Background: an optimization exercise with open tools, aiming at small area. Do not read the settings as production practice. The RTL was checked by simulation tests, not by an equivalence proof against the original design. Power and IR drop assume default switching activity.

**design/flow/run.sh**
```bash
#!/bin/bash
# synth_recipe.tcl (not shown) runs the flow's synth.tcl, then flattens the netlist and writes it again
# the make line also repeats each setting of config.mk as NAME=value (left out here)
make -C /OpenROAD-flow-scripts/flow DESIGN_CONFIG=/design/flow/config.mk WORK_HOME=/design/flow/orfs CLKGATE_MAP_FILE= SYNTH_SCRIPT=/design/flow/synth_recipe.tcl finish
```
**design/flow/config.mk**
```make
export PLATFORM = sky130hd
export DESIGN_NAME = pipeline_id_hazard
export DESIGN_NICKNAME = pipeline_id_hazard
export VERILOG_FILES = /design/flow/design.v
export SDC_FILE = /design/flow/constraint.sdc
export NUM_CORES = 4
export LEC_CHECK = 0
export CAP_MARGIN = 20
export CORE_MARGIN = 2
export CORE_UTILIZATION = 35
export PLACE_DENSITY = 0.5
export SLEW_MARGIN = 20
```
**design/flow/constraint.sdc**
```tcl
create_clock -name core_clock -period 7.0 [get_ports {clk}]
set_input_delay 1.4000 -clock core_clock [delete_from_list [all_inputs] [get_ports {clk}]]
set_output_delay 1.4000 -clock core_clock [all_outputs]
set_load 0.01 [all_outputs]
```
**design/flow/design.v**
```verilog
module pipeline_id_hazard #(
  parameter int XLEN   = 32,
  parameter int BYPASS = 1,
  parameter int HAZARD = 1
) (
  input  logic            clk,
  input  logic            reset,
  input  logic            if_valid,
  input  logic [31:0]     if_instr,
  input  logic [XLEN-1:0] if_pcplus4,
  input  logic            ex_flush,
  input  logic            wb_en,
  input  logic [4:0]      wb_reg,
  input  logic [XLEN-1:0] wb_data,
  output logic            id_stall,
  output logic            ex_valid,
  output logic            ex_regwrite,
  output logic            ex_memtoreg,
  output logic            ex_memwrite,
  output logic            ex_branch,
  output logic            ex_nez,
  output logic            ex_alusrc,
  output logic            ex_jump,
  output logic            ex_link,
  output logic            ex_jumptoreg,
  output logic            ex_shiftl16,
  output logic            ex_illegal,
  output logic [1:0]      ex_aluop,
  output logic [5:0]      ex_funct,
  output logic [4:0]      ex_rs,
  output logic [4:0]      ex_rt,
  output logic [4:0]      ex_dst,
  output logic [XLEN-1:0] ex_rega,
  output logic [XLEN-1:0] ex_regb,
  output logic [XLEN-1:0] ex_imm,
  output logic [XLEN-1:0] ex_pcplus4
);
  localparam logic [5:0] OP_RTYPE = 6'b000000;
  localparam logic [5:0] OP_LW    = 6'b100011;
  localparam logic [5:0] OP_SW    = 6'b101011;
  localparam logic [5:0] OP_BEQ   = 6'b000100;
  localparam logic [5:0] OP_BNE   = 6'b000101;
  localparam logic [5:0] OP_ADDI  = 6'b001000;
  localparam logic [5:0] OP_ORI   = 6'b001101;
  localparam logic [5:0] OP_LUI   = 6'b001111;
  localparam logic [5:0] OP_J     = 6'b000010;
  localparam logic [5:0] OP_JAL   = 6'b000011;
  localparam logic [5:0] FN_JR    = 6'b001000;
  localparam logic [3:0] C_BUB  = 4'd0;
  localparam logic [3:0] C_R    = 4'd1;
  localparam logic [3:0] C_JR   = 4'd2;
  localparam logic [3:0] C_LW   = 4'd3;
  localparam logic [3:0] C_SW   = 4'd4;
  localparam logic [3:0] C_BEQ  = 4'd5;
  localparam logic [3:0] C_BNE  = 4'd6;
  localparam logic [3:0] C_ADDI = 4'd7;
  localparam logic [3:0] C_ORI  = 4'd8;
  localparam logic [3:0] C_LUI  = 4'd9;
  localparam logic [3:0] C_J    = 4'd10;
  localparam logic [3:0] C_JAL  = 4'd11;
  localparam logic [3:0] C_ILL  = 4'd12;
  logic [5:0] opcode;
  logic [5:0] funct;
  logic [4:0] rs;
  logic [4:0] rt;
  assign opcode = if_instr[31:26];
  assign rs     = if_instr[25:21];
  assign rt     = if_instr[20:16];
  assign funct  = if_instr[5:0];
  logic [3:0]      cls_q;
  logic [4:0]      rs_q;
  logic [4:0]      rt_q;
  logic [15:0]     imm_q;
  logic [XLEN-1:0] pc_q;
  logic [31:1][XLEN-1:0] regs_q;
  logic [XLEN-1:0]       wr_data;
  assign wr_data = reset ? '0 : wb_data;
  always_ff @(posedge clk) begin
    for (int i = 1; i < 32; i++)
      if (reset || (wb_en && (wb_reg == i[4:0]))) regs_q[i] <= wr_data;
  end
  always_comb begin
    ex_rega = '0;
    ex_regb = '0;
    for (int i = 1; i < 32; i++) begin
      if (rs_q == i[4:0]) ex_rega = regs_q[i];
      if (rt_q == i[4:0]) ex_regb = regs_q[i];
    end
  end
  logic [3:0] cls;
  logic       rs_used;
  logic       rt_used;
  always_comb begin
    rs_used = 1'b0;
    rt_used = 1'b0;
    case (opcode)
      OP_RTYPE: begin cls = (funct == FN_JR) ? C_JR : C_R; rs_used = 1'b1; rt_used = 1'b1; end
      OP_LW:    begin cls = C_LW;   rs_used = 1'b1; end
      OP_SW:    begin cls = C_SW;   rs_used = 1'b1; rt_used = 1'b1; end
      OP_BEQ:   begin cls = C_BEQ;  rs_used = 1'b1; rt_used = 1'b1; end
      OP_BNE:   begin cls = C_BNE;  rs_used = 1'b1; rt_used = 1'b1; end
      OP_ADDI:  begin cls = C_ADDI; rs_used = 1'b1; end
      OP_ORI:   begin cls = C_ORI;  rs_used = 1'b1; end
      OP_LUI:   cls = C_LUI;
      OP_J:     cls = C_J;
      OP_JAL:   cls = C_JAL;
      default:  cls = C_ILL;
    endcase
  end
  logic load_use;
  logic kill;
  assign load_use = if_valid && (cls_q == C_LW) && (rt_q != 5'd0) &&
                    ((rs_used && (rs == rt_q)) || (rt_used && (rt == rt_q)));
  assign id_stall = load_use && !ex_flush;
  assign kill = reset || ex_flush || !if_valid || load_use;
  always_ff @(posedge clk) begin
    if (kill) begin
      cls_q <= C_BUB;
      rs_q  <= '0;
      rt_q  <= '0;
      imm_q <= '0;
      pc_q  <= '0;
    end else begin
      cls_q <= cls;
      rs_q  <= rs;
      rt_q  <= rt;
      imm_q <= if_instr[15:0];
      pc_q  <= if_pcplus4;
    end
  end
  logic signext;
  always_comb begin
    ex_valid     = 1'b1;
    ex_regwrite  = 1'b0;
    ex_memtoreg  = 1'b0;
    ex_memwrite  = 1'b0;
    ex_branch    = 1'b0;
    ex_nez       = 1'b0;
    ex_alusrc    = 1'b0;
    ex_jump      = 1'b0;
    ex_link      = 1'b0;
    ex_jumptoreg = 1'b0;
    ex_shiftl16  = 1'b0;
    ex_illegal   = 1'b0;
    ex_aluop     = 2'b00;
    ex_dst       = 5'd0;
    signext      = 1'b0;
    case (cls_q)
      C_BUB:  ex_valid = 1'b0;
      C_R:    begin ex_regwrite = 1'b1; ex_aluop = 2'b10; ex_dst = imm_q[15:11]; end
      C_JR:   begin ex_jumptoreg = 1'b1; ex_aluop = 2'b10; end
      C_LW:   begin ex_regwrite = 1'b1; ex_memtoreg = 1'b1; ex_alusrc = 1'b1; ex_dst = rt_q; signext = 1'b1; end
      C_SW:   begin ex_memwrite = 1'b1; ex_alusrc = 1'b1; signext = 1'b1; end
      C_BEQ:  begin ex_branch = 1'b1; ex_aluop = 2'b01; signext = 1'b1; end
      C_BNE:  begin ex_branch = 1'b1; ex_nez = 1'b1; ex_aluop = 2'b01; signext = 1'b1; end
      C_ADDI: begin ex_regwrite = 1'b1; ex_alusrc = 1'b1; ex_dst = rt_q; signext = 1'b1; end
      C_ORI:  begin ex_regwrite = 1'b1; ex_alusrc = 1'b1; ex_aluop = 2'b11; ex_dst = rt_q; end
      C_LUI:  begin ex_regwrite = 1'b1; ex_alusrc = 1'b1; ex_shiftl16 = 1'b1; ex_aluop = 2'b11; ex_dst = rt_q; end
      C_J:    ex_jump = 1'b1;
      C_JAL:  begin ex_jump = 1'b1; ex_link = 1'b1; ex_regwrite = 1'b1; ex_dst = 5'd31; end
      default: ex_illegal = 1'b1;
    endcase
  end
  assign ex_funct   = imm_q[5:0];
  assign ex_rs      = rs_q;
  assign ex_rt      = rt_q;
  assign ex_imm     = {{(XLEN-16){signext & imm_q[15]}}, imm_q};
  assign ex_pcplus4 = pc_q;
endmodule
```
==> results.yml, run 1 <==
job:
  maxCapViolCount: 0
clock_tree:
  clock_latency_ns: 0.76
  numClockSinks: 1054
  cts_buffer_depth: 3
  cts_tree: "yes"
  htree_levels: 3
  numCtsBuffers: 116
  post_cts_buffers: 0
  path_clk_slew_ns: 0.06
  cts-root-buf: "clkbuf_16"
  cts_resized: 0
  ctsHoldBuffers: 0
power:
  p_comb_frac: 0.086
  clkPwrFrac: 0.410
  p_sw_mw: 4.11
  p_int_mw: 11.5
  ir_drop_v: 0.000231
  power_frac_seq: 0.504
  p_leak_nw: 19.9
  sw_frac_of_total: 0.264
  p_per_area_mw_per_mm2: 255
floorplan:
  fp.dieW_um: 387
  core-area_sq_mm: 0.146
  row_count: 140
  pin_count: 270
  die_h_um: 387
  fp.dieArea_sq_mm: 0.150
  initial_core_util: 0.353
drt:
  wl_um: 275000
  drtIter0Drc: 9087
  wire_per_inst_um: 41.0
  vias_per_cell: 6.91
  drc: 0
  via_count: 46300
  postRouteAntennaNets: 0
  dr.pass1.iters: 8
timing:
  fin_crit_sh: 0.975
  finalCriticalPeriod_ns: 6.82
  skew_ns: 0.00900
  slew_violations: 0
  maxSlewHeadroom: 0.216
  setup_violations: 0
  rsz0062_at_grt: "no"
  worst_slack_ns: 0.177
  max_freq_mhz: 147
  worstMarginPinSlew_ns: 1.17
  fin_setup_tns_ns: 0
  final_hold_viol_count: 0
place:
  port_buffers: 269
  detailed_place_hpwl_um: 193000
  pre_cts_ws_ns: 1.16
  gp_congestion: 1.03
  placed_area_sq_mm: 0.0572
hold_path:
  min_to: "pc_q[4]"
  holdCritPathClass: "in2reg"
  hp-start: "if_pcplus4[4]"
  whs_path_depth: 2
run_status:
  status: "complete, no violations"
layout:
  fin_area_sq_mm: 0.0611
  fillCellCount: 13600
  drive_gt1_frac: 0.141
  final_nets: 4785
  area_growth_syn_to_layout_pct: 19.2
synthesis:
  synthFlopType: "edfxtp_1"
  ys_types: 100
  synth_top_area_frac: 0.580
  synth_commonest_cells: "992 x edfxtp_1, 372 x o21ai_0, 350 x a21oi_1"
  async_flop_share: 0
  yosys.area.top_type: "edfxtp_1"
  ys_ff_latch: 1054
  ys_seq_area_frac: 0.605
  synth-edff-count: 992
  syn-cell-area_sq_mm: 0.0513
  synth.most_common_cell: "edfxtp_1"
  synth_area_leaders: "edfxtp_1 58%, o21ai_0 3.6%, a21oi_1 3.4%"
  yosys_warnings: 1
  avgSynthCellArea_sq_um: 11.8
  postSynthCellCount: 4362
worst_setup_path:
  crit_arrival_ns: 5.42
  timing.rr.start: "rt_q[1]"
  startpoint: "rs_q[3]"
  cp_max_fo: 22
  cpMostUsedCell: "buf_4"
  crit_chain: "buf_4, or3b_1, nor2_2, buf_4, a22oi_1, o211ai_1, a311oi_1, o21a_1, nor2_1, clkdlybuf4s50_1"
  crit_path_max_incr_delay_ns: 0.85
  r2r-end: "rs_q[3]"
  reg2reg_depth: 7
  startpoint_type: "flop"
  crit_type: "reg2out"
  crit_required_ns: 5.60
  crit_slowest_cell: "nor2_2"
  reg2reg_setup_slack_ns: 3.83
  end_kind: "output pin"
global_route:
  grt_max_degree: 103
  grt_overflow_total: 0
  antenna_found_initial: 24
  grt_pass1_wl_um: 367000
  grt_pass1_vias: 43600
  grt_use_total: 0.353
[registers in the layout (all words and copies together) (netlist names)]
| register | cells |
|---|---|
| regs_q | 992 |
| pc_q | 32 |
| imm_q | 16 |
| rs_q | 5 |
| rt_q | 5 |
| cls_q | 4 |
[cells by family (layout without fill, tap and decap cells)]
kind of cell | after synthesis | count (layout) | synth area share
buffers and inverters | 383 | 795 | 0.0399
flip-flops | 1054 | 1054 | 0.605
multiplexers | 187 | 187 | 0.0391
other | 0 | 16 | 0
AND/OR/NAND/NOR | 1090 | 1090 | 0.107
AO/OA/AOI/OAI | 1637 | 1637 | 0.208
XOR/XNOR | 11 | 11 | 0.00188
[layer usage]
metal	part of all wire	vias to the layer above	global-route usage
met5	0.00059	-	0
met4	0.082	22	0.240
met3	0.13	1076	0.105
met2	0.42	4279	0.522
met1	0.36	23000	0.446
li1	-	17900	-
[cell type report]
class	count	area, sq um	area share
well taps	1917	2400	0.0392
multi-input cells	2925	18700	0.306
flip-flops and latches	1054	31100	0.508
diodes	16	40.0	0.000655
clock buffers	132	2980	0.0488
clock inverters	81	906	0.0148
inverters	24	91.3	0.00149
repair buffers	558	4980	0.0815
[stage by stage]
step	std cells	hold WS (ns)	power (mW)	util
2_1_floorplan	4362	1.13	8.40	-
3_3_place_gp	6477	1.48	9.26	0.393
3_5_place_dp	6477	1.49	9.25	0.393
4_1_cts	6690	1.15	15.5	0.420
5_1_grt	6692	1.19	15.9	0.420
6_report	6707	1.20	15.6	0.420
[cells in the final DEF, fill, tap and decap left out, drive strengths merged, types with 20 or more instances in the layout]
master / count
dfxtp: 62
nor2: 321
and3: 27
a21o: 27
and2: 66
a222oi: 25
a21oi: 351
inv: 32
o31ai: 21
a211oi: 58
nand3: 83
o22ai: 212
mux2i: 144
o21a: 20
nor3: 72
buf: 290
a22o: 36
clkdlybuf4s50: 268
clkbuf: 132
edfxtp: 992
nand2b: 35
o211ai: 30
or3: 21
o221ai: 53
o21ai: 388
nor2b: 71
a2111oi: 23
a221oi: 69
clkinv: 46
a31oi: 41
a221o: 21
a22oi: 152
nand2: 275
nor4: 22
mux2: 36
[critical path, delay by kind of cell (launching register included)]
family | cells | cell delay (ns)
flops | 1 | 0.66
compound gates | 4 | 0.93
buf+inv | 3 | 1.35
simple gates | 3 | 1.69
[worst max-delay path by stage]
stage / slack (ns) / to
floorplan: 1.33 / regs_q[512]
global route: 0.30 / ex_rega[31]
global placement: 1.06 / ex_regb[8]
finish: 0.18 / ex_rega[31]
detailed placement: 1.16 / ex_rega[31]
CTS: 0.32 / ex_rega[31]
[power by group through the flow]
stage	combinational, mW	sequential, mW	clock [mW]
floorplan	0.601	7.80	0
finish	1.34	7.86	6.38
global route	1.36	7.88	6.64
CTS	1.30	7.83	6.40
detailed placement	1.29	7.95	0
global placement	1.29	7.97	0
==> run 2, diff against run 1 <==
--- a/design/flow/design.v
+++ b/design/flow/design.v
@@ -80,11 +80,19 @@
       if (reset || (wb_en && (wb_reg == i[4:0]))) regs_q[i] <= wr_data;
   end
+  logic [31:1] sel_a;
+  logic [31:1] sel_b;
   always_comb begin
-    ex_rega = '0;
-    ex_regb = '0;
     for (int i = 1; i < 32; i++) begin
-      if (rs_q == i[4:0]) ex_rega = regs_q[i];
-      if (rt_q == i[4:0]) ex_regb = regs_q[i];
+      sel_a[i] = (rs_q == i[4:0]);
+      sel_b[i] = (rt_q == i[4:0]);
     end
+  end
+  for (genvar b = 0; b < XLEN; b++) begin : g_rd
+    logic [31:1] col;
+    for (genvar i = 1; i < 32; i++) begin : g_col
+      assign col[i] = regs_q[i][b];
+    end
+    id_rf_rdmux u_a (.sel(sel_a), .d(col), .y(ex_rega[b]));
+    id_rf_rdmux u_b (.sel(sel_b), .d(col), .y(ex_regb[b]));
   end
   logic [3:0] cls;
@@ -168,2 +176,20 @@
   assign ex_pcplus4 = pc_q;
 endmodule
+module id_rf_rdmux (
+  input  logic [31:1] sel,
+  input  logic [31:1] d,
+  output logic        y
+);
+  logic [10:1] t;
+  for (genvar k = 0; k < 10; k++) begin : g_t
+    id_aoi222 u_t (.a1(sel[3*k+1]), .b1(d[3*k+1]), .a2(sel[3*k+2]), .b2(d[3*k+2]),
+                   .a3(sel[3*k+3]), .b3(d[3*k+3]), .y(t[k+1]));
+  end
+  assign y = ~(&t) | (sel[31] & d[31]);
+endmodule
+module id_aoi222 (
+  input  logic a1, b1, a2, b2, a3, b3,
+  output logic y
+);
+  assign y = ~((a1 & b1) | (a2 & b2) | (a3 & b3));
+endmodule
--- a/design/flow/config.mk
+++ b/design/flow/config.mk
@@ -11,2 +11,3 @@
 export PLACE_DENSITY = 0.5
 export SLEW_MARGIN = 20
+export SYNTH_HIERARCHICAL = 1
==> run 2 against run 1 <==
Still clean. Clock power is 7.5% lower. Power is 7.3% lower. Critical path depth is 4 lower. Synthesized cell count is 46% lower. Final cell count is 34% lower. Design area is 16% lower. Global-route usage is 9.4 points lower. Non-clock buffer count is 180 lower. Routed wire length is 40% lower. Maximum frequency is 16% higher. Clock skew is 0.0049 ns higher. Sequential share of layout area is 9.7 points higher. Critical path type unchanged. Critical endpoint is now ex_rega[24]. Largest power group unchanged.
==> results.yml, run 2 <==
timing:
  worstMarginPinSlew_ns: 1.20
  rsz0062_at_grt: "no"
  skew_ns: 0.0139
  setup_violations: 0
  fin_hold_ws_ns: 1.12
  maxSlewHeadroom: 0.199
  fin_crit_sh: 0.843
  final_hold_viol_count: 0
  slew_violations: 0
  finalCriticalPeriod_ns: 5.90
  max_freq_mhz: 169
  fin_setup_tns_ns: 0
synthesis:
  synth_top_area_frac: 0.714
  avgSynthCellArea_sq_um: 17.7
  async_flop_share: 0
  postSynthCellCount: 2359
  synthFlopType: "edfxtp_1"
  synth_commonest_cells: "992 x edfxtp_1, 640 x a222oi_1, 129 x nand4_1"
  synth-edff-count: 992
  ys_types: 52
  syn-cell-area_sq_mm: 0.0417
  ys_seq_area_frac: 0.744
  yosys.area.top_type: "edfxtp_1"
  synth.most_common_cell: "edfxtp_1"
  yosys_warnings: 7
  ys_ff_latch: 1054
  synth_area_leaders: "edfxtp_1 71%, a222oi_1 15%, dfxtp_1 3.0%"
place:
  detailed_place_hpwl_um: 97800
  port_buffers: 269
  gp_congestion: 0.872
  placed_area_sq_mm: 0.0475
worst_setup_path:
  startpoint_type: "flop"
  crit_chain: "nand2_1, nor2_4, a222oi_1, nand4_1, a2111o_1, clkdlybuf4s50_1"
  end_kind: "output pin"
  crit_required_ns: 5.60
  crit_type: "reg2out"
  reg2reg_setup_slack_ns: 3.89
  crit_path_max_incr_delay_ns: 1.00
  critical_path.top_delay_family: "simple AND/OR/NAND/NOR gates"
  timing.rr.start: "rt_q[3]"
  r2r-end: "pc_q[30]"
  reg2reg_depth: 6
  crit_buf_inv: 1
  crit_slowest_cell: "nor2_4"
  cp_max_fo: 32
  crit_arrival_ns: 4.50
drt:
  postRouteAntennaNets: 0
  vias_per_cell: 7.01
  dr.pass1.iters: 11
  via_count: 31100
  wl_um: 164000
  wire_per_inst_um: 37.1
  drtIter0Drc: 7201
  drc: 0
clock_tree:
  cts_buffer_depth: 3
  post_cts_buffers: 0
  numClockSinks: 1054
  htree_levels: 3
  cts_resized: 0
  ctsHoldBuffers: 0
  cts_tree: "yes"
  cts-root-buf: "clkbuf_16"
  path_clk_slew_ns: 0.07
  clock_latency_ns: 0.69
  numCtsBuffers: 112
global_route:
  antenna_found_initial: 5
  grt_max_degree: 63
  grt_overflow_total: 0
  grt_pass1_vias: 29700
  grt_use_total: 0.260
  grt_pass1_wl_um: 225000
layout:
  final_common_cell: "edfxtp_1"
  final_nets: 2897
  layout_common_cells: "992 x edfxtp_1, 640 x a222oi_1, 268 x clkdlybuf4s50_1"
  largest_reg_flops: 992
  largest_registers: "regs_q (992), pc_q (32), imm_q (16)"
  top_register: "regs_q"
  drive_gt1_frac: 0.146
  fin_area_sq_mm: 0.0513
  area_growth_syn_to_layout_pct: 22.9
power:
  p_leak_nw: 16.8
  finalPower_mw: 14.4
  p_per_area_mw_per_mm2: 282
  ir_drop_v: 0.000200
hold_path:
  holdCritPathClass: "reg2reg"
  min_to: "cls_q[2]"
  whs_path_depth: 4
  hp-start: "rt_q[0]"
floorplan:
  pin_count: 270
  die_h_um: 349
  core-area_sq_mm: 0.118
  row_count: 126
  fp.dieArea_sq_mm: 0.122
  fp.dieW_um: 349
  initial_core_util: 0.353
run_status:
  status: "complete, no violations"
job:
  maxCapViolCount: 0
[run 2: cell types whose count changed in the layout (fill, tap and decap cells not counted), sizes merged, moves of 65 or more]
cell	change
a21oi	-346
a221oi	-69
a222oi	+615
a22oi	-151
and2	-65
buf	-180
mux2i	-144
nand2	-175
nand3	-67
nand4	+113
nor2	-249
o21ai	-367
o22ai	-212
[run 2: kinds of logic (layout without fill, tap and decap cells)]
kind of cell,count (synthesis),count (layout),share of synthesized area
XOR/XNOR,12,12,0.00252
AND/OR/NAND/NOR,458,458,0.0609
other,0,4,0
flip-flops,1054,1054,0.744
AO/OA/AOI/OAI,764,764,0.182
buffers and inverters,71,602,0.0114
[run 2: worst min-delay path, delay by kind of cell, from the launching register on]
family	cells	cell delay, ns
compound gates	1	0.16
flops	1	0.42
simple gates	2	0.32
xor+xnor	1	0.19
[run 2: per-module statistics from Yosys, one instance, submodules excluded]
module	cells	cell area, sq um
pipeline_id_hazard	1463	33600
id_rf_rdmux	4	27.5
id_aoi222	1	10.0
[run 2: per-stage QoR]
step,util,setup WS [ns],std cells
2_1_floorplan,-,1.33,2359
4_1_cts,0.433,1.18,4425
5_1_grt,0.434,1.02,4426
3_3_place_gp,0.401,2.01,4211
6_report,0.434,1.10,4430
3_5_place_dp,0.402,1.98,4212
[run 2: worst max-delay path by stage]
| stage | from | endpoint | slack, ns | cells after the start |
|---|---|---|---|---|
| after global routing | rs_q[0] | ex_rega[10] | 1.02 | 6 |
| after CTS | rt_q[3] | ex_regb[30] | 1.18 | 8 |
| after global placement | rt_q[3] | ex_regb[30] | 2.01 | 8 |
| after floorplan | wb_reg[0] | regs_q[512] | 1.33 | 3 |
| final | rs_q[0] | ex_rega[24] | 1.10 | 6 |
| after detailed placement | rs_q[0] | ex_rega[24] | 1.98 | 6 |
[run 2: final cells by class]
type	count	area (sq um)
flip-flops and latches	1054	31000
clock inverters	76	674
clock buffers	137	2980
fillers	10400	67000
diodes	4	10.0
multi-input cells	1234	11100
well taps	1536	1920
inverters	11	41.3
repair buffers	378	3550
[run 2: where the power goes]
group / switching, mW / internal (mW) / leakage (nW)
Sequential: 0.263 / 7.48 / 10.1
Clock: 2.53 / 3.36 / 1.75
Combinational: 0.537 / 0.262 / 4.95
Total: 3.33 / 11.1 / 16.8
[run 2: routing by layer]
layer / vias to the layer above / track usage / part of all wire
li1: 12300 / - / -
met1: 15800 / 0.346 / 0.37
met2: 2651 / 0.406 / 0.45
met3: 332 / 0.0730 / 0.14
met4: 4 / 0.0896 / 0.035
met5: - / 0 / 0.00012
==> run 3, diff against run 2 <==
==> design/flow/flow/run.sh (new file) <==
#!/bin/bash
# Standard ORFS layout with smaller port buffers and a lighter clock tree.
set -uo pipefail
bash standard.sh \
  "BUFFER_PORTS_ARGS=-buffer_cell sky130_fd_sc_hd__buf_1" \
  "CTS_ARGS=-sink_clustering_enable -repair_clock_nets -buf_list sky130_fd_sc_hd__clkbuf_8 -sink_clustering_size 20 -sink_clustering_max_diameter 60 -dont_use_dummy_load" \
  finish > flow_make.log 2>&1
==> design/flow/standard.sh (new file) <==
#!/bin/bash
# synth_recipe.tcl (not shown) runs the flow's synth.tcl, then flattens the netlist and writes it again
# the make line also repeats each setting of config.mk as NAME=value (left out here)
make -C /OpenROAD-flow-scripts/flow DESIGN_CONFIG=/design/flow/config.mk WORK_HOME=/design/flow/orfs CLKGATE_MAP_FILE= SYNTH_SCRIPT=/design/flow/synth_recipe.tcl "${@:-finish}"
removed: design/flow/run.sh
==> run 3 against run 2 <==
Sequential share of layout area rose by 4.8 points. Combinational power fell by 12%. Critical endpoint is now ex_regb[14]. Critical path type unchanged. Maximum frequency rose by 5.7%. Synthesized area did not move. Design area fell by 7.3%. Via count fell by 1.3%. Largest power group unchanged.
==> results.yml, run 3 <==
layout:
  largest_reg_flops: 992
  final_common_cell: "edfxtp_1"
  fin_area_sq_mm: 0.0475
  largest_registers: "regs_q (992), pc_q (32), imm_q (16)"
  area_growth_syn_to_layout_pct: 13.9
  layout_common_cells: "992 x edfxtp_1, 640 x a222oi_1, 268 x buf_1"
  stdcell_count: 4315
  final_core_util: 0.402
  top_register: "regs_q"
  drive_gt1_frac: 0.127
  fillCellCount: 10700
  final_nets: 2883
power:
  clkPwrFrac: 0.271
  p_per_area_mw_per_mm2: 243
  power_frac_seq: 0.668
  sw_frac_of_total: 0.240
  p_int_mw: 8.79
  ir_drop_v: 0.000137
  p_leak_nw: 15.1
  p_comb_frac: 0.061
  p_sw_mw: 2.77
  finalPower_mw: 11.6
timing:
  setup_violations: 0
  final_hold_viol_count: 0
  worstMarginPinSlew_ns: 1.22
  finalCriticalPeriod_ns: 5.58
  fin_setup_tns_ns: 0
  skew_ns: 0.0550
  max_freq_mhz: 179
  slew_violations: 0
  rsz0062_at_grt: "no"
  fin_crit_sh: 0.798
  maxSlewHeadroom: 0.184
floorplan:
  row_count: 126
  pin_count: 270
  core-area_sq_mm: 0.118
  fp.dieArea_sq_mm: 0.122
  die_h_um: 349
  fp.dieW_um: 349
  initial_core_util: 0.353
hold_path:
  hp-start: "if_pcplus4[18]"
  min_to: "pc_q[18]"
  holdCritPathClass: "in2reg"
  whs_path_depth: 2
worst_setup_path:
  cp_max_fo: 24
  reg2reg_depth: 6
  crit_buf_inv: 3
  crit_slowest_cell: "nand2_1"
  crit_type: "reg2out"
  crit_arrival_ns: 4.18
  timing.rr.start: "rt_q[3]"
  crit_required_ns: 5.60
  end_kind: "output pin"
  r2r-end: "imm_q[8]"
  crit_chain: "inv_1, nand2_1, nor2_4, buf_4, a222oi_1, nand4_1, a2111o_1, buf_1"
  crit_path_max_incr_delay_ns: 0.59
  startpoint_type: "flop"
  critical_path.top_delay_family: "simple AND/OR/NAND/NOR gates"
  reg2reg_setup_slack_ns: 3.94
clock_tree:
  cts-root-buf: "clkbuf_8"
  post_cts_buffers: 0
  cts_resized: 0
  ctsHoldBuffers: 0
  clock_latency_ns: 0.73
  cts_buffer_depth: 3
  cts_tree: "yes"
  numCtsBuffers: 91
  numClockSinks: 1054
  path_clk_slew_ns: 0.09
  htree_levels: 3
synthesis:
  avgSynthCellArea_sq_um: 17.7
  ys_types: 52
  syn-cell-area_sq_mm: 0.0417
  postSynthCellCount: 2359
  synth_top_area_frac: 0.714
  synthFlopType: "edfxtp_1"
  synth_area_leaders: "edfxtp_1 71%, a222oi_1 15%, dfxtp_1 3.0%"
  yosys.area.top_type: "edfxtp_1"
  ys_seq_area_frac: 0.744
  async_flop_share: 0
  synth.most_common_cell: "edfxtp_1"
  ys_ff_latch: 1054
  yosys_warnings: 7
  synth_commonest_cells: "992 x edfxtp_1, 640 x a222oi_1, 129 x nand4_1"
  synth-edff-count: 992
place:
  placed_area_sq_mm: 0.0461
  port_buffers: 269
  dp.cells: 4215
  detailed_place_hpwl_um: 97400
  gp_congestion: 0.874
global_route:
  grt_pass1_wl_um: 225000
  antenna_found_initial: 11
  grt_use_total: 0.258
  grt_pass1_vias: 29500
  grt_max_degree: 63
  grt_overflow_total: 0
drt:
  vias_per_cell: 7.11
  wl_um: 163000
  postRouteAntennaNets: 0
  drtIter0Drc: 7799
  via_count: 30700
  dr.pass1.iters: 11
  drc: 0
  wire_per_inst_um: 37.9
run_status:
  status: "complete, no violations"
job:
  maxCapViolCount: 0
-- run 3: cell counts after synthesis --
No cell type changed its count.
-- run 3: metal layers --
| metal | share of wire | track usage |
|---|---|---|
| met1 | 0.37 | 0.343 |
| met2 | 0.45 | 0.407 |
| met3 | 0.13 | 0.0657 |
| met4 | 0.044 | 0.0984 |
| met5 | 0.00023 | 0 |
-- run 3: how the worst max path moves through the flow --
| stage | startpoint | end | slack [ns] | cells past startpoint |
|---|---|---|---|---|
| after floorplan | wb_reg[0] | regs_q[512] | 1.33 | 3 |
| final | rt_q[1] | ex_regb[14] | 1.42 | 8 |
| after global placement | rs_q[1] | ex_rega[29] | 2.19 | 7 |
| after global routing | rt_q[1] | ex_regb[14] | 1.24 | 8 |
| after detailed placement | rs_q[0] | ex_rega[15] | 2.27 | 6 |
| after CTS | rs_q[0] | ex_rega[15] | 1.43 | 6 |
-- run 3: per-stage QoR --
step	hold WS (ns)	setup WS (ns)
CTS	0.815	1.43
detailed placement	1.30	2.27
floorplan	0.898	1.33
finish	0.887	1.42
global placement	1.23	2.19
global route	0.822	1.24
-- run 3: worst reg2reg max path: cells and delay by family (launching register included) --
kind            cells  cell delay, ns
flops               1            0.50
compound gates      2            0.96
simple gates        2            0.80
buf+inv             2            0.63
-- run 3: area by class of cell --
type | count | area [sq um] | area share
Antenna cell | 4 | 10.0 | 0.000211
Sequential cell | 1054 | 31000 | 0.653
Clock buffer | 91 | 1250 | 0.0264
Inverter | 11 | 41.3 | 0.000869
Tap cell | 1536 | 1920 | 0.0404
Multi-Input combinational cell | 1234 | 11000 | 0.232
Timing Repair Buffer | 385 | 2230 | 0.0469
-- run 3: kinds of logic after synthesis --
family	synth area share
buffers and inverters	0.0114
AO/OA/AOI/OAI	0.182
flip-flops	0.744
XOR/XNOR	0.00252
AND/OR/NAND/NOR	0.0609
-- run 3: modules after synthesis, one instance, submodules excluded --
module | cell area, sq um | times used | flops+latches | cells
pipeline_id_hazard | 33600 | 1 | 1054 | 1463
id_rf_rdmux | 27.5 | 64 | 0 | 4
id_aoi222 | 10.0 | 640 | 0 | 1
-- run 3: power groups by stage --
stage | clock, mW | sequential [mW] | combinational (mW)
2_1_floorplan | 0 | 7.79 | 0.320
3_3_place_gp | 0 | 7.83 | 0.680
3_5_place_dp | 0 | 7.86 | 0.697
4_1_cts | 3.19 | 7.72 | 0.697
5_1_grt | 3.40 | 7.78 | 0.732
6_report | 3.13 | 7.73 | 0.703
==> run 4, diff against run 3 <==
==> design/flow/flow/run.sh (replaced) <==
#!/bin/bash
# Standard ORFS layout with smaller port buffers and a lighter clock tree.
set -uo pipefail
bash standard.sh \
  "BUFFER_PORTS_ARGS=-buffer_cell sky130_fd_sc_hd__buf_1" \
  "CTS_ARGS=-sink_clustering_enable -repair_clock_nets -buf_list sky130_fd_sc_hd__clkbuf_16 -sink_clustering_size 30 -sink_clustering_max_diameter 80 -dont_use_dummy_load" \
  finish > flow_make.log 2>&1
==> run 4 against run 3 <==
Clock skew decreased by 0.038 ns. Sequential cell count unchanged. Worst setup slack improved by 0.062 ns. Final cell count decreased by 0.97%. Non-clock buffer count unchanged. Routed wire length decreased by 0.73%.
==> results.yml, run 4 <==
worst_setup_path:
  crit_type: "reg2out"
  crit_path_max_incr_delay_ns: 0.59
  crit_slowest_cell: "nand2_1"
  cp_max_fo: 24
  end_kind: "output pin"
  startpoint_type: "flop"
  critical_path.top_delay_family: "simple AND/OR/NAND/NOR gates"
  crit_buf_inv: 3
  crit_arrival_ns: 4.12
  crit_chain: "inv_1, nand2_1, nor2_4, buf_4, a222oi_1, nand4_1, a2111o_1, buf_1"
  crit_required_ns: 5.60
job:
  maxCapViolCount: 0
synthesis:
  synth-edff-count: 992
  postSynthCellCount: 2359
  avgSynthCellArea_sq_um: 17.7
  synth_commonest_cells: "992 x edfxtp_1, 640 x a222oi_1, 129 x nand4_1"
  syn-cell-area_sq_mm: 0.0417
  synth.most_common_cell: "edfxtp_1"
  ys_types: 52
  yosys_warnings: 7
  synth_top_area_frac: 0.714
  synthFlopType: "edfxtp_1"
  yosys.area.top_type: "edfxtp_1"
  async_flop_share: 0
  ys_seq_area_frac: 0.744
  synth_area_leaders: "edfxtp_1 71%, a222oi_1 15%, dfxtp_1 3.0%"
  ys_ff_latch: 1054
layout:
  area_growth_syn_to_layout_pct: 14.0
  fin_area_sq_mm: 0.0476
  drive_gt1_frac: 0.114
  top_register: "regs_q"
  largest_registers: "regs_q (992), pc_q (32), imm_q (16)"
  layout_common_cells: "992 x edfxtp_1, 640 x a222oi_1, 268 x buf_1"
  fillCellCount: 10700
  final_nets: 2844
  final_core_util: 0.402
  largest_reg_flops: 992
  final_common_cell: "edfxtp_1"
global_route:
  grt_use_total: 0.256
  grt_max_degree: 63
  grt_overflow_total: 0
  grt_pass1_vias: 29100
  grt_pass1_wl_um: 223000
  antenna_found_initial: 9
power:
  p_leak_nw: 15.1
  p_int_mw: 8.96
  finalPower_mw: 11.7
  power_frac_seq: 0.661
  p_sw_mw: 2.73
  p_per_area_mw_per_mm2: 246
  clkPwrFrac: 0.279
  ir_drop_v: 0.000207
  sw_frac_of_total: 0.234
  p_comb_frac: 0.060
clock_tree:
  cts_buffer_depth: 3
  numClockSinks: 1054
  clock_latency_ns: 0.67
  post_cts_buffers: 0
  ctsHoldBuffers: 0
  numCtsBuffers: 52
  cts-root-buf: "clkbuf_16"
  cts_resized: 0
  cts_tree: "yes"
  path_clk_slew_ns: 0.08
  htree_levels: 2
drt:
  wire_per_inst_um: 38.0
  vias_per_cell: 7.12
  drtIter0Drc: 7815
  via_count: 30400
  wl_um: 162000
  dr.pass1.iters: 12
  postRouteAntennaNets: 0
  drc: 0
timing:
  slew_violations: 0
  maxSlewHeadroom: 0.188
  finalCriticalPeriod_ns: 5.52
  fin_crit_sh: 0.789
  fin_setup_tns_ns: 0
  setup_violations: 0
  max_freq_mhz: 181
  worstMarginPinSlew_ns: 1.22
  skew_ns: 0.0169
  worst_slack_ns: 1.48
  rsz0062_at_grt: "no"
  final_hold_viol_count: 0
floorplan:
  fp.dieArea_sq_mm: 0.122
  die_h_um: 349
  core-area_sq_mm: 0.118
  fp.dieW_um: 349
  pin_count: 270
  initial_core_util: 0.353
  row_count: 126
place:
  port_buffers: 269
  pre_cts_ws_ns: 2.27
  gp_congestion: 0.874
  detailed_place_hpwl_um: 97400
  placed_area_sq_mm: 0.0461
hold_path:
  holdCritPathClass: "in2reg"
run_status:
  status: "complete, no violations"
## run 4: cell counts after synthesis
No cell type changed its count.
## run 4: worst register-to-register path, delay by kind of cell (launching register included)
kind	cells	cell delay (ns)
and+or+nand+nor	2	0.80
AOI/OAI and AO/OA	2	0.96
DFF	1	0.50
buffers and inverters	2	0.62
## run 4: kinds of logic (layout without fill, tap and decap cells)
kind of cell           Yosys count  count (layout)  synth area share
AO/OA/AOI/OAI                  764             764             0.182
buffers and inverters           71             448            0.0114
AND/OR/NAND/NOR                458             458            0.0609
XOR/XNOR                        12              12           0.00252
other                            0               1                 0
flip-flops                    1054            1054             0.744
## run 4: metrics by stage
step / cells / hold WS (ns)
6_report: 4273 / 0.959
2_1_floorplan: 2359 / 0.898
5_1_grt: 4273 / 0.949
3_5_place_dp: 4215 / 1.30
3_3_place_gp: 4199 / 1.23
4_1_cts: 4267 / 0.918
## run 4: worst paths after layout
kind / from / endpoint / slack (ns) / cells past startpoint
hold / removal: if_pcplus4[18] / pc_q[18] / 0.96 / 2
hold reg to reg: rt_q[0] / cls_q[1] / 1.19 / 4
setup / recovery: rt_q[1] / ex_regb[15] / 1.48 / 8
setup reg to reg: rt_q[3] / imm_q[8] / 3.96 / 6
## run 4: metal layers
layer  GRT usage  part of all wire  vias up
met2       0.409              0.45     2691
met5           0           0.00027        -
met3      0.0594              0.14      363
met4      0.0891             0.038        6
li1            -                 -    12000
met1       0.343              0.37    15300
## run 4: final cells by class
class	instances	area, sq um	share of cell area
diodes	1	2.50	0.0000526
clock buffers	52	1300	0.0274
inverters	11	41.3	0.000868
multi-input cells	1234	11000	0.232
flip-flops and latches	1054	31000	0.652
well taps	1536	1920	0.0404
repair buffers	385	2230	0.0468
## run 4: power groups by stage
| stage | Combinational [mW] | Sequential, mW | Clock [mW] |
|---|---|---|---|
| floorplan | 0.320 | 7.79 | 0 |
| global placement | 0.680 | 7.83 | 0 |
| detailed placement | 0.697 | 7.86 | 0 |
| CTS | 0.697 | 7.72 | 3.32 |
| global route | 0.732 | 7.78 | 3.51 |
| finish | 0.702 | 7.73 | 3.26 |
## run 4: modules after synthesis (local to each module, per instance)
module	times used	cells	area [sq um]	flops+latches
pipeline_id_hazard	1	1463	33600	1054
id_aoi222	640	1	10.0	0
id_rf_rdmux	64	4	27.5	0
==> run 5, diff against run 4 <==
--- a/design/flow/flow/run.sh
+++ b/design/flow/flow/run.sh
@@ -5,3 +5,4 @@
   "BUFFER_PORTS_ARGS=-buffer_cell sky130_fd_sc_hd__buf_1" \
   "CTS_ARGS=-sink_clustering_enable -repair_clock_nets -buf_list sky130_fd_sc_hd__clkbuf_16 -sink_clustering_size 30 -sink_clustering_max_diameter 80 -dont_use_dummy_load" \
+  RECOVER_POWER=100 \
   finish > flow_make.log 2>&1
==> run 5 against run 4 <==
Now fails the layout checks on max-capacitance violations, max-slew violations. Combinational power is 3% lower. Register-to-register slack worse by 1.7 ns. Worst setup slack worse by 0.52 ns. Routed wire length is 0.18% higher. Power hardly changed. Critical path type unchanged. Critical endpoint unchanged.
==> results.yml, run 5 <==
timing:
  rsz0062_at_grt: "no"
  final_hold_viol_count: 0
  maxSlewHeadroom: -1.17
  fin_hold_ws_ns: 0.959
  slew_violations: 1670
  fin_crit_sh: 0.864
  fin_setup_tns_ns: 0
  worstMarginPinSlew_ns: 3.26
  setup_violations: 0
  worst_slack_ns: 0.954
  max_freq_mhz: 165
  finalCriticalPeriod_ns: 6.05
  skew_ns: 0.0172
drt:
  wire_per_inst_um: 38.0
  wl_um: 163000
  vias_per_cell: 7.12
  drc: 0
  via_count: 30400
  dr.pass1.iters: 13
  top_layer: "met5"
  dr_wl_met2_um: 73800
  wl_met1_um: 60100
  postRouteAntennaNets: 0
  drtIter0Drc: 7927
  wl_met3_um: 22200
synthesis:
  synth_commonest_cells: "992 x edfxtp_1, 640 x a222oi_1, 129 x nand4_1"
  syn-cell-area_sq_mm: 0.0417
  postSynthCellCount: 2359
  ys_seq_area_frac: 0.744
  yosys_warnings: 7
  synth_top_area_frac: 0.714
  async_flop_share: 0
  ys_types: 52
  avgSynthCellArea_sq_um: 17.7
  synth.most_common_cell: "edfxtp_1"
  yosys.area.top_type: "edfxtp_1"
  synth-edff-count: 992
  synthFlopType: "edfxtp_1"
  ys_ff_latch: 1054
  synth_area_leaders: "edfxtp_1 71%, a222oi_1 15%, dfxtp_1 3.0%"
floorplan:
  die_h_um: 349
  fp.dieW_um: 349
  pin_count: 270
  row_count: 126
  initial_core_util: 0.353
  fp.dieArea_sq_mm: 0.122
  core-area_sq_mm: 0.118
worst_setup_path:
  crit_type: "reg2out"
  crit_slowest_cell: "nor2_2"
  reg2reg_depth: 6
  end_kind: "output pin"
  crit_required_ns: 5.60
  timing.rr.start: "rt_q[3]"
  r2r-end: "rs_q[0]"
  crit_chain: "nand2_1, nor2_2, a222oi_1, nand4_1, a2111o_1, buf_1"
  reg2reg_setup_slack_ns: 2.25
  crit_arrival_ns: 4.65
  startpoint_type: "flop"
  cp_max_fo: 32
  crit_path_max_incr_delay_ns: 1.68
power:
  p_comb_frac: 0.058
  p_sw_mw: 2.73
  ir_drop_v: 0.000207
  sw_frac_of_total: 0.233
  p_per_area_mw_per_mm2: 248
  power_frac_seq: 0.663
  p_int_mw: 8.97
  clkPwrFrac: 0.278
  p_leak_nw: 14.9
hold_path:
  hp-start: "if_pcplus4[18]"
  whs_path_depth: 2
  min_to: "pc_q[18]"
  holdCritPathClass: "in2reg"
layout:
  final_common_cell: "edfxtp_1"
  largest_reg_flops: 992
  stdcell_count: 4274
  layout_common_cells: "992 x edfxtp_1, 640 x a222oi_1, 264 x buf_1"
  final_core_util: 0.399
  multiInputGateArea_sq_mm: 0.0109
  drive_gt1_frac: 0.0866
  final_nets: 2844
  regArea_sq_mm: 0.0310
  fillCellCount: 10700
  top_register: "regs_q"
  largest_registers: "regs_q (992), pc_q (32), imm_q (16)"
  area_growth_syn_to_layout_pct: 13.1
place:
  dp.cells: 4215
  gp_congestion: 0.874
  pre_cts_ws_ns: 2.27
  port_buffers: 269
  detailed_place_hpwl_um: 97400
clock_tree:
  numClockSinks: 1054
  htree_levels: 2
  cts_resized: 0
  post_cts_buffers: 0
  cts-root-buf: "clkbuf_16"
  clock_latency_ns: 0.67
  path_clk_slew_ns: 0.08
  cts_tree: "yes"
  numCtsBuffers: 52
  cts_buffer_depth: 3
  ctsHoldBuffers: 0
job:
  maxCapViolCount: 53
run_status:
  so_faults: "max-capacitance violations, max-slew violations"
  status: "complete, but fails checks"
global_route:
  grt_overflow_total: 0
  grt_max_degree: 63
  grt_use_total: 0.256
  grt_pass1_vias: 29100
  antenna_found_initial: 9
  grt_pass1_wl_um: 223000
## run 5: cell count changes in the layout (fill, tap and decap cells not counted), moves of 4 or more
| cell | change |
|---|---|
| clkbuf_1 | +58 |
| buf_1 | -4 |
| buf_4 | -52 |
| nor3b_2 | -9 |
| nor3b_1 | +9 |
## run 5: Yosys stat by module (local to each module, per instance)
| module | times used | cells inside | flip-flops and latches | area, sq um |
|---|---|---|---|---|
| id_aoi222 | 640 | 1 | 0 | 10.0 |
| id_rf_rdmux | 64 | 4 | 0 | 27.5 |
| pipeline_id_hazard | 1 | 1463 | 1054 | 33600 |
## run 5: logic make-up (layout without fill, tap and decap cells)
group / Yosys count / in the layout / synth area share
XOR/XNOR: 12 / 12 / 0.00252
buffers and inverters: 71 / 448 / 0.0114
flip-flops: 1054 / 1054 / 0.744
AO/OA/AOI/OAI: 764 / 764 / 0.182
AND/OR/NAND/NOR: 458 / 458 / 0.0609
other: 0 / 2 / 0
## run 5: how the worst max path moves through the flow
stage / slack, ns / depth (start not counted) / from / to
2_1_floorplan: 1.33 / 3 / wb_reg[0] / regs_q[512]
3_3_place_gp: 2.19 / 7 / rs_q[1] / ex_rega[29]
3_5_place_dp: 2.27 / 6 / rs_q[0] / ex_rega[15]
4_1_cts: 1.54 / 6 / rs_q[0] / ex_rega[15]
5_1_grt: 0.84 / 3 / reset / regs_q[990]
6_report: 0.95 / 6 / rt_q[3] / ex_regb[15]
## run 5: final cells by class
cell class,instances,share of cell area
Clock buffer,52,0.0276
Tap cell,1536,0.0407
Timing Repair Buffer,385,0.0426
Antenna cell,2,0.000106
Multi-Input combinational cell,1234,0.231
Inverter,11,0.000875
Sequential cell,1054,0.657
## run 5: worst max-delay path: cells and delay by family, from the launching register on
| kind | cells | cell delay [ns] |
|---|---|---|
| AO/OA/AOI/OAI | 2 | 0.66 |
| buffers and inverters | 1 | 0.18 |
| AND/OR/NAND/NOR | 3 | 2.64 |
| flip-flops | 1 | 0.50 |
## run 5: per-stage QoR
stage	total power, mW	area [sq um]
2_1_floorplan	8.11	41700
3_3_place_gp	8.51	45700
3_5_place_dp	8.56	46100
4_1_cts	11.7	47400
5_1_grt	12.0	47200
6_report	11.7	47200
## run 5: layer usage
metal / GRT usage / vias to the layer above
li1: - / 12000
met1: 0.343 / 15300
met2: 0.409 / 2650
met3: 0.0594 / 381
met4: 0.0891 / 6
met5: 0 / -
## run 5: power groups by stage
stage / clock, mW / combinational [mW] / sequential, mW
detailed placement: 0 / 0.697 / 7.86
global route: 3.51 / 0.713 / 7.81
floorplan: 0 / 0.320 / 7.79
global placement: 0 / 0.680 / 7.83
finish: 3.26 / 0.684 / 7.76
CTS: 3.32 / 0.697 / 7.72
==> run 6, diff against run 5 <==
--- a/design/flow/flow/run.sh
+++ b/design/flow/flow/run.sh
@@ -5,4 +5,3 @@
   "BUFFER_PORTS_ARGS=-buffer_cell sky130_fd_sc_hd__buf_1" \
   "CTS_ARGS=-sink_clustering_enable -repair_clock_nets -buf_list sky130_fd_sc_hd__clkbuf_16 -sink_clustering_size 30 -sink_clustering_max_diameter 80 -dont_use_dummy_load" \
-  RECOVER_POWER=100 \
   finish > flow_make.log 2>&1
--- a/design/flow/config.mk
+++ b/design/flow/config.mk
@@ -8,6 +8,6 @@
 export CAP_MARGIN = 20
 export CORE_MARGIN = 2
-export CORE_UTILIZATION = 35
-export PLACE_DENSITY = 0.5
+export CORE_UTILIZATION = 50
+export PLACE_DENSITY = 0.65
 export SLEW_MARGIN = 20
 export SYNTH_HIERARCHICAL = 1
==> run 6 against run 5 <==
The run now finishes clean. Final cell count fell by 11%. Worst setup slack improved by 0.73 ns. Count of clock-buffer cells in the layout fell by 4. Non-clock buffer count decreased by 15. Synthesized area stayed put. Sequential power hardly changed. Utilization increased by 17 points. Worst hold slack improved by 0.034 ns. Largest power group unchanged. Highest routed layer unchanged.
==> results.yml, run 6 <==
power:
  ir_drop_v: 0.000189
  p_per_area_mw_per_mm2: 248
  p_leak_nw: 15.0
  p_sw_mw: 2.70
  clkPwrFrac: 0.269
  p_comb_frac: 0.062
  p_int_mw: 8.86
  sw_frac_of_total: 0.233
  power_frac_seq: 0.669
  finalPower_mw: 11.6
drt:
  postRouteAntennaNets: 0
  dr.pass1.iters: 12
  vias_per_cell: 8.35
  drc: 0
  wire_per_inst_um: 42.7
  wl_um: 162000
  via_count: 31700
  drtIter0Drc: 8417
clock_tree:
  cts_buffer_depth: 3
  path_clk_slew_ns: 0.09
  cts_tree: "yes"
  cts_resized: 0
  numClockSinks: 1054
  htree_levels: 2
  ctsHoldBuffers: 0
  cts-root-buf: "clkbuf_16"
  clock_latency_ns: 0.63
  numCtsBuffers: 48
  post_cts_buffers: 0
layout:
  fillCellCount: 6370
  largest_registers: "regs_q (992), pc_q (32), imm_q (16)"
  regArea_sq_mm: 0.0310
  largest_reg_flops: 992
  multiInputGateArea_sq_mm: 0.0111
  drive_gt1_frac: 0.108
  final_nets: 2825
  top_register: "regs_q"
  layout_common_cells: "992 x edfxtp_1, 640 x a222oi_1, 268 x buf_1"
  final_common_cell: "edfxtp_1"
  area_growth_syn_to_layout_pct: 11.7
synthesis:
  async_flop_share: 0
  yosys.area.top_type: "edfxtp_1"
  synthFlopType: "edfxtp_1"
  synth-edff-count: 992
  synth_area_leaders: "edfxtp_1 71%, a222oi_1 15%, dfxtp_1 3.0%"
  syn-cell-area_sq_mm: 0.0417
  ys_types: 52
  ys_ff_latch: 1054
  synth_commonest_cells: "992 x edfxtp_1, 640 x a222oi_1, 129 x nand4_1"
  synth_top_area_frac: 0.714
  postSynthCellCount: 2359
  yosys_warnings: 7
  ys_seq_area_frac: 0.744
  synth.most_common_cell: "edfxtp_1"
  avgSynthCellArea_sq_um: 17.7
global_route:
  grt_use_total: 0.367
  grt_pass1_vias: 30700
  grt_max_degree: 63
  antenna_found_initial: 6
  grt_overflow_total: 0
  grt_pass1_wl_um: 222000
timing:
  rsz0062_at_grt: "no"
  slew_violations: 0
  fin_crit_sh: 0.760
  final_hold_viol_count: 0
  maxSlewHeadroom: 0.150
  skew_ns: 0.0416
  setup_violations: 0
  fin_setup_tns_ns: 0
  finalCriticalPeriod_ns: 5.32
  max_freq_mhz: 188
  worstMarginPinSlew_ns: 1.27
floorplan:
  fp.dieArea_sq_mm: 0.0858
  initial_core_util: 0.507
  row_count: 105
  fp.dieW_um: 293
  pin_count: 270
  core-area_sq_mm: 0.0824
  die_h_um: 293
worst_setup_path:
  crit_type: "reg2out"
  critical_path.top_delay_family: "simple AND/OR/NAND/NOR gates"
  end_kind: "output pin"
  cp_max_fo: 22
  crit_required_ns: 5.60
  startpoint_type: "flop"
  crit_path_max_incr_delay_ns: 1.06
  crit_chain: "nand3b_1, nor2_4, buf_4, a222oi_1, nand4_1, a2111o_1, buf_1"
  crit_buf_inv: 2
  crit_arrival_ns: 3.92
  crit_slowest_cell: "nor2_4"
job:
  maxCapViolCount: 0
place:
  port_buffers: 269
  detailed_place_hpwl_um: 90400
  gp_congestion: 0.923
hold_path:
  holdCritPathClass: "in2reg"
run_status:
  status: "complete, no violations"
run 6: per-stage QoR:
stage	worst slack [ns]	hold WS (ns)	utilization	std cells	cell area, sq um
floorplan	1.33	0.898	-	2359	41700
global placement	2.50	1.24	0.548	3733	45100
detailed placement	2.51	1.26	0.550	3738	45300
CTS	1.83	0.976	0.564	3786	46500
global route	1.67	1.00	0.566	3787	46600
finish	1.68	0.993	0.566	3792	46600
run 6: logic make-up (layout without fill, tap and decap cells):
kind of cell              after synthesis  count (layout)  synth area share
buffers and inverters                  71             429            0.0114
and+or+nand+nor                       458             458            0.0609
DFF                                  1054            1054             0.744
other                                   0               5                 0
AOI/OAI and AO/OA                     764             764             0.182
xor gates and xnor gates               12              12           0.00252
run 6: final cells by class:
type | count | area share
Clock buffer | 48 | 0.0258
Inverter | 11 | 0.000886
Sequential cell | 1054 | 0.666
Timing Repair Buffer | 370 | 0.0402
Multi-Input combinational cell | 1234 | 0.238
Antenna cell | 5 | 0.000268
Tap cell | 1070 | 0.0287
run 6: power groups by stage:
| stage | Combinational, mW | Sequential, mW | Clock, mW |
|---|---|---|---|
| 2_1_floorplan | 0.320 | 7.79 | 0 |
| 3_3_place_gp | 0.665 | 7.82 | 0 |
| 3_5_place_dp | 0.685 | 7.86 | 0 |
| 4_1_cts | 0.686 | 7.72 | 3.08 |
| 5_1_grt | 0.730 | 7.78 | 3.29 |
| 6_report | 0.717 | 7.73 | 3.11 |
run 6: worst paths after layout:
check                              startpoint    endpoint  slack (ns)  depth (start not counted)
worst min-delay path            if_pcplus4[6]     pc_q[6]        0.99                          2
worst max register to register        rt_q[1]     rs_q[0]        4.28                          6
worst max-delay path                  rs_q[0]  ex_rega[7]        1.68                          7
worst min register to register       cls_q[2]     pc_q[9]        1.26                          5
run 6: Yosys stat by module (local to each module, per instance):
module / flops+latches / cell area [sq um] / copies in the design / cells inside
id_aoi222: 0 / 10.0 / 640 / 1
id_rf_rdmux: 0 / 27.5 / 64 / 4
pipeline_id_hazard: 1054 / 33600 / 1 / 1463
run 6: layer usage:
layer | vias to the layer above | part of all wire | GRT usage
met5 | - | 0.00078 | 0.00851
met4 | 6 | 0.060 | 0.185
met3 | 547 | 0.19 | 0.152
met2 | 3389 | 0.43 | 0.540
met1 | 15700 | 0.33 | 0.468
li1 | 12000 | - | -
run 6: worst register-to-register path: cells and delay by family, from the launching register on:
| family | cells | cell delay [ns] |
|---|---|---|
| buf+inv | 2 | 0.73 |
| flops | 1 | 0.48 |
| simple gates | 2 | 0.77 |
| compound gates | 2 | 0.56 |
==> run 7, diff against run 6 <==
==> design/flow/flow/run.sh (replaced) <==
#!/bin/bash
# Standard ORFS layout with smaller port buffers, a lighter clock tree and
# synthesis' gates reset to their smallest drive before placement.
set -uo pipefail
HERE=$(pwd)
bash standard.sh \
  "BUFFER_PORTS_ARGS=-buffer_cell sky130_fd_sc_hd__buf_1" \
  "CTS_ARGS=-sink_clustering_enable -repair_clock_nets -buf_list sky130_fd_sc_hd__clkbuf_16 -sink_clustering_size 30 -sink_clustering_max_diameter 80 -dont_use_dummy_load" \
  REMOVE_ABC_BUFFERS=1 \
  "POST_FLOORPLAN_TCL=$HERE/flow/downsize.tcl" \
  finish > flow_make.log 2>&1
==> design/flow/flow/downsize.tcl (new file) <==
# Set every combinational cell from synthesis to its smallest drive strength
# of the same function; repair_design re-buffers and resizes where the
# slew and capacitance limits call for it.
set db [ord::get_db]
set block [ord::get_db_block]
set n 0
foreach inst [$block getInsts] {
  set master [$inst getMaster]
  set m [$master getName]
  if {![regexp {^(sky130_fd_sc_hd__[a-z0-9]+)_(\d+)$} $m -> base sz]} { continue }
  if {[regexp {__(df|edf|sdf|dl|buf|clk|inv|tap|conb|fill|decap|diode)} $base]} { continue }
  set best $master
  foreach s {0 1 2} {
    set cand [$db findMaster ${base}_$s]
    if {$cand eq "NULL"} { continue }
    if {[$cand getWidth] < [[set best] getWidth]} { set best $cand }
  }
  if {$best ne $master} {
    replace_cell [$inst getName] [$best getName]
    incr n
  }
}
puts "downsize: resized $n instances"
==> run 7 against run 6 <==
Combinational power is 0.8% lower. Clock skew is 0.0054 ns higher. Sequential share of layout area up 0.30 points. Sequential power barely moved. Synthesized area did not move. Via count is essentially flat. First-iteration DRC count up 8.5%. Count of clock-buffer cells in the layout shrank 3. Worst setup slack got worse by 0.074 ns.
==> results.yml, run 7 <==
timing:
  worst_slack_ns: 1.61
  slew_violations: 0
  finalCriticalPeriod_ns: 5.39
  final_hold_viol_count: 0
  fin_setup_tns_ns: 0
  rsz0062_at_grt: "no"
  fin_crit_sh: 0.770
  skew_ns: 0.0469
  worstMarginPinSlew_ns: 1.20
  max_freq_mhz: 185
  maxSlewHeadroom: 0.199
  setup_violations: 0
clock_tree:
  path_clk_slew_ns: 0.11
  numClockSinks: 1054
  htree_levels: 2
  cts_tree: "yes"
  post_cts_buffers: 0
  cts-root-buf: "clkbuf_16"
  ctsHoldBuffers: 0
  cts_buffer_depth: 3
  clock_latency_ns: 0.63
  numCtsBuffers: 45
  cts_resized: 0
worst_setup_path:
  cp_max_fo: 21
  reg2reg_depth: 6
  crit_arrival_ns: 3.99
  crit_required_ns: 5.60
  crit_slowest_cell: "dfxtp_1"
  crit_path_max_incr_delay_ns: 0.84
  startpoint_type: "flop"
  end_kind: "output pin"
  crit_type: "reg2out"
  crit_chain: "nand3b_1, nor2_4, buf_4, a222oi_1, nand4_1, a2111o_1, buf_1"
layout:
  top_register: "regs_q"
  final_core_util: 0.563
  final_common_cell: "edfxtp_1"
  stdcell_count: 3792
  final_nets: 2823
  largest_reg_flops: 992
  area_growth_syn_to_layout_pct: 11.2
  drive_gt1_frac: 0.102
  largest_registers: "regs_q (992), pc_q (32), imm_q (16)"
  layout_common_cells: "992 x edfxtp_1, 640 x a222oi_1, 268 x buf_1"
power:
  clkPwrFrac: 0.262
  p_per_area_mw_per_mm2: 246
  p_leak_nw: 14.9
  sw_frac_of_total: 0.232
  ir_drop_v: 0.000194
  power_frac_seq: 0.676
  p_comb_frac: 0.062
  p_sw_mw: 2.65
  p_int_mw: 8.79
floorplan:
  row_count: 105
  initial_core_util: 0.507
  core-area_sq_mm: 0.0824
  fp.dieW_um: 293
  fp.dieArea_sq_mm: 0.0858
  die_h_um: 293
  pin_count: 270
drt:
  drc: 0
  postRouteAntennaNets: 0
  dr.pass1.iters: 13
  via_count: 31700
  drtIter0Drc: 9130
  wl_um: 161000
  wire_per_inst_um: 42.4
  vias_per_cell: 8.35
synthesis:
  synth_top_area_frac: 0.714
  synth_commonest_cells: "992 x edfxtp_1, 640 x a222oi_1, 129 x nand4_1"
  synth-edff-count: 992
  synth.most_common_cell: "edfxtp_1"
  async_flop_share: 0
  yosys_warnings: 7
  postSynthCellCount: 2359
  synthFlopType: "edfxtp_1"
  ys_types: 52
  ys_ff_latch: 1054
  syn-cell-area_sq_mm: 0.0417
  yosys.area.top_type: "edfxtp_1"
  ys_seq_area_frac: 0.744
  synth_area_leaders: "edfxtp_1 71%, a222oi_1 15%, dfxtp_1 3.0%"
  avgSynthCellArea_sq_um: 17.7
global_route:
  grt_max_degree: 63
  grt_overflow_total: 0
  grt_pass1_vias: 30600
  grt_pass1_wl_um: 220000
  grt_use_total: 0.364
  antenna_found_initial: 5
place:
  detailed_place_hpwl_um: 90000
  gp_congestion: 0.890
  dp.cells: 3738
  pre_cts_ws_ns: 2.37
  port_buffers: 269
job:
  maxCapViolCount: 0
hold_path:
  holdCritPathClass: "in2reg"
  whs_path_depth: 2
run_status:
  status: "complete, no violations"
run 7: layer usage:
| layer | vias up | GRT usage | part of all wire |
|---|---|---|---|
| met4 | 2 | 0.211 | 0.069 |
| met1 | 15400 | 0.473 | 0.32 |
| met5 | - | 0 | 0.000081 |
| li1 | 12000 | - | - |
| met3 | 650 | 0.113 | 0.18 |
| met2 | 3582 | 0.543 | 0.43 |
run 7: critical path, delay by kind of cell, from the launching register on:
family | cells | cell delay (ns)
AND/OR/NAND/NOR | 3 | 1.39
AO/OA/AOI/OAI | 2 | 0.37
buffers and inverters | 2 | 0.73
flip-flops | 1 | 0.84
run 7: Yosys stat by module, one instance, submodules excluded:
module	flops+latches	times used
pipeline_id_hazard	1054	1
id_aoi222	0	640
id_rf_rdmux	0	64
run 7: stage by stage:
stage	instance area, sq um	total power, mW	hold slack [ns]
6_report	46400	11.4	0.993
5_1_grt	46400	11.7	0.980
4_1_cts	46200	11.4	0.969
3_5_place_dp	45100	8.54	1.41
3_3_place_gp	45100	8.48	1.39
2_1_floorplan	41300	8.10	1.10
run 7: power groups by stage:
stage	clock, mW	sequential [mW]	combinational [mW]
5_1_grt	3.18	7.78	0.724
4_1_cts	2.98	7.72	0.677
3_3_place_gp	0	7.82	0.661
2_1_floorplan	0	7.80	0.303
3_5_place_dp	0	7.86	0.676
6_report	2.99	7.74	0.711
run 7: cell families (layout without fill, tap and decap cells):
kind of cell	Yosys count	after routing	share of synthesized area
buffers and inverters	71	427	0.0114
AOI/OAI and AO/OA	764	764	0.182
DFF	1054	1054	0.744
xor gates and xnor gates	12	12	0.00252
and+or+nand+nor	458	458	0.0609
other	0	7	0
run 7: area by class of cell:
class / count / area (sq um)
inverter: 11 / 41.3
antenna: 7 / 17.5
tap: 1070 / 1340
timing repair buffer: 371 / 1820
clock buffer: 45 / 1130
fill: 6408 / 36000
sequential: 1054 / 31000
multi-input combinational: 1234 / 11000
run 7: worst paths after layout:
path	start	end	slack, ns
max	rs_q[0]	ex_rega[1]	1.61
min	if_pcplus4[31]	pc_q[31]	0.99
max reg2reg	rt_q[3]	pc_q[25]	4.10
min reg2reg	rt_q[3]	cls_q[1]	1.37
==> run 8, diff against run 7 <==
--- a/design/flow/config.mk
+++ b/design/flow/config.mk
@@ -8,6 +8,6 @@
 export CAP_MARGIN = 20
 export CORE_MARGIN = 2
-export CORE_UTILIZATION = 50
-export PLACE_DENSITY = 0.65
+export CORE_UTILIZATION = 65
+export PLACE_DENSITY = 0.8
 export SLEW_MARGIN = 20
 export SYNTH_HIERARCHICAL = 1
==> run 8 against run 7 <==
Worst setup slack lost 0.048 ns. Highest routed layer unchanged. Non-clock buffer count is 7 higher. Critical path type unchanged. Synthesized cell count unchanged. Design area down 0.81%. Clock power shrank 2%. Count of clock-buffer cells in the layout shrank 2.
==> results.yml, run 8 <==
global_route:
  grt_use_total: 0.461
  grt_overflow_total: 0
  grt_pass1_vias: 31800
  antenna_found_initial: 7
  grt_max_degree: 63
  grt_pass1_wl_um: 215000
drt:
  vias_per_cell: 9.14
  dr_wl_met2_um: 64200
  dr.pass1.iters: 17
  drtIter0Drc: 10200
  top_layer: "met5"
  wl_um: 156000
  via_count: 32600
  wl_met3_um: 33400
  wl_met1_um: 45100
  drc: 0
  postRouteAntennaNets: 0
  wire_per_inst_um: 43.8
clock_tree:
  clock_latency_ns: 0.64
  cts_tree: "yes"
  cts_buffer_depth: 3
  cts_resized: 0
  cts-root-buf: "clkbuf_16"
  ctsHoldBuffers: 0
  path_clk_slew_ns: 0.10
  htree_levels: 2
  post_cts_buffers: 0
  numCtsBuffers: 43
  numClockSinks: 1054
timing:
  finalCriticalPeriod_ns: 5.44
  worst_slack_ns: 1.56
  fin_crit_sh: 0.777
  skew_ns: 0.0412
  fin_hold_ws_ns: 0.982
  worstMarginPinSlew_ns: 1.30
  maxSlewHeadroom: 0.134
  fin_setup_tns_ns: 0
  max_freq_mhz: 184
  rsz0062_at_grt: "no"
  setup_violations: 0
  final_hold_viol_count: 0
  slew_violations: 0
worst_setup_path:
  crit_path_max_incr_delay_ns: 0.78
  crit_slowest_cell: "dfxtp_1"
  startpoint: "rs_q[0]"
  startpoint_type: "flop"
  critical_path.top_delay_family: "simple AND/OR/NAND/NOR gates"
  timing.rr.start: "rt_q[3]"
  crit_required_ns: 5.60
  crit_arrival_ns: 4.04
  reg2reg_setup_slack_ns: 3.81
  cp_max_fo: 20
  end_kind: "output pin"
  crit_type: "reg2out"
  crit_buf_inv: 2
  crit_chain: "nand2_1, nor3_4, buf_4, a222oi_1, nand4_1, a2111o_1, buf_1"
synthesis:
  yosys.area.top_type: "edfxtp_1"
  ys_seq_area_frac: 0.744
  postSynthCellCount: 2359
  synth_top_area_frac: 0.714
  syn-cell-area_sq_mm: 0.0417
  synthFlopType: "edfxtp_1"
  synth.most_common_cell: "edfxtp_1"
  ys_ff_latch: 1054
  ys_types: 52
  synth_area_leaders: "edfxtp_1 71%, a222oi_1 15%, dfxtp_1 3.0%"
  avgSynthCellArea_sq_um: 17.7
  async_flop_share: 0
  synth_commonest_cells: "992 x edfxtp_1, 640 x a222oi_1, 129 x nand4_1"
  synth-edff-count: 992
  yosys_warnings: 7
layout:
  top_register: "regs_q"
  layout_common_cells: "992 x edfxtp_1, 640 x a222oi_1, 268 x buf_1"
  stdcell_count: 3570
  final_common_cell: "edfxtp_1"
  largest_registers: "regs_q (992), pc_q (32), imm_q (16)"
  final_nets: 2828
  largest_reg_flops: 992
  drive_gt1_frac: 0.101
  area_growth_syn_to_layout_pct: 10.3
power:
  p_per_area_mw_per_mm2: 248
  p_comb_frac: 0.062
  p_int_mw: 8.74
  power_frac_seq: 0.680
  p_sw_mw: 2.66
  ir_drop_v: 0.000229
  sw_frac_of_total: 0.233
  finalPower_mw: 11.4
  clkPwrFrac: 0.258
  p_leak_nw: 14.9
floorplan:
  die_h_um: 257
  row_count: 92
  pin_count: 270
  initial_core_util: 0.659
  fp.dieW_um: 257
  fp.dieArea_sq_mm: 0.0662
  core-area_sq_mm: 0.0633
place:
  detailed_place_hpwl_um: 87100
  port_buffers: 269
  gp_congestion: 0.933
  pre_cts_ws_ns: 2.41
  dp.cells: 3519
run_status:
  status: "complete, no violations"
hold_path:
  holdCritPathClass: "in2reg"
  hp-start: "if_pcplus4[16]"
job:
  maxCapViolCount: 0
## run 8: cell types whose count changed in the layout (fill, tap and decap cells not counted), moves of 2 or more
cell       change
clkbuf_16      -2
o41ai_4        -2
nor2_4         -8
nor2b_4        -7
o41ai_2        +2
nor2b_1        +6
diode_2        -3
nor2_2         +8
buf_4          +6
## run 8: final timing paths
| check | endpoint | cells past startpoint |
|---|---|---|
| setup / recovery | ex_rega[17] | 7 |
| hold / removal | pc_q[16] | 2 |
| hold reg to reg | imm_q[12] | 4 |
| setup reg to reg | imm_q[1] | 6 |
## run 8: layout make-up
class,count,area (sq um)
multi-input cells,1234,10900
fillers,3862,17300
well taps,846,1060
clock buffers,43,1080
repair buffers,378,1880
flip-flops and latches,1054,31000
diodes,4,10.0
inverters,11,41.3
## run 8: routing by layer
metal	track usage	up-vias
met1	0.565	15300
met2	0.646	4236
li1	-	12000
met3	0.222	1079
met4	0.310	29
met5	0.0358	-
## run 8: power groups by stage
| stage | logic, mW | registers (mW) | clock network, mW |
|---|---|---|---|
| 2_1_floorplan | 0.303 | 7.80 | 0 |
| 3_3_place_gp | 0.645 | 7.81 | 0 |
| 3_5_place_dp | 0.662 | 7.87 | 0 |
| 4_1_cts | 0.664 | 7.73 | 2.87 |
| 5_1_grt | 0.712 | 7.79 | 3.07 |
| 6_report | 0.711 | 7.75 | 2.93 |
## run 8: modules after synthesis (local to each module, per instance)
| module | flip-flops and latches | area, sq um | cells inside | times used |
|---|---|---|---|---|
| id_aoi222 | 0 | 10.0 | 1 | 640 |
| id_rf_rdmux | 0 | 27.5 | 4 | 64 |
| pipeline_id_hazard | 1054 | 33600 | 1463 | 1 |
## run 8: logic make-up after synthesis
| family | Yosys count | share of synthesized area |
|---|---|---|
| simple gates | 458 | 0.0609 |
| flops | 1054 | 0.744 |
| buf+inv | 71 | 0.0114 |
| xor+xnor | 12 | 0.00252 |
| compound gates | 764 | 0.182 |
## run 8: per-stage QoR
stage	instance area, sq um	util
after global placement	44800	0.707
after floorplan	41300	-
final	46000	0.727
after CTS	45900	0.724
after global routing	46000	0.727
after detailed placement	44800	0.707

Re-timed with assumed drivers on the ports (clkbuf_16 on the clock, buf_2 on other inputs), run 8 has 1.488 ns of setup slack against 1.559 ns with ideal ports, and 2.187 ns once port delays also move by the mid clock arrival of 0.699 ns.
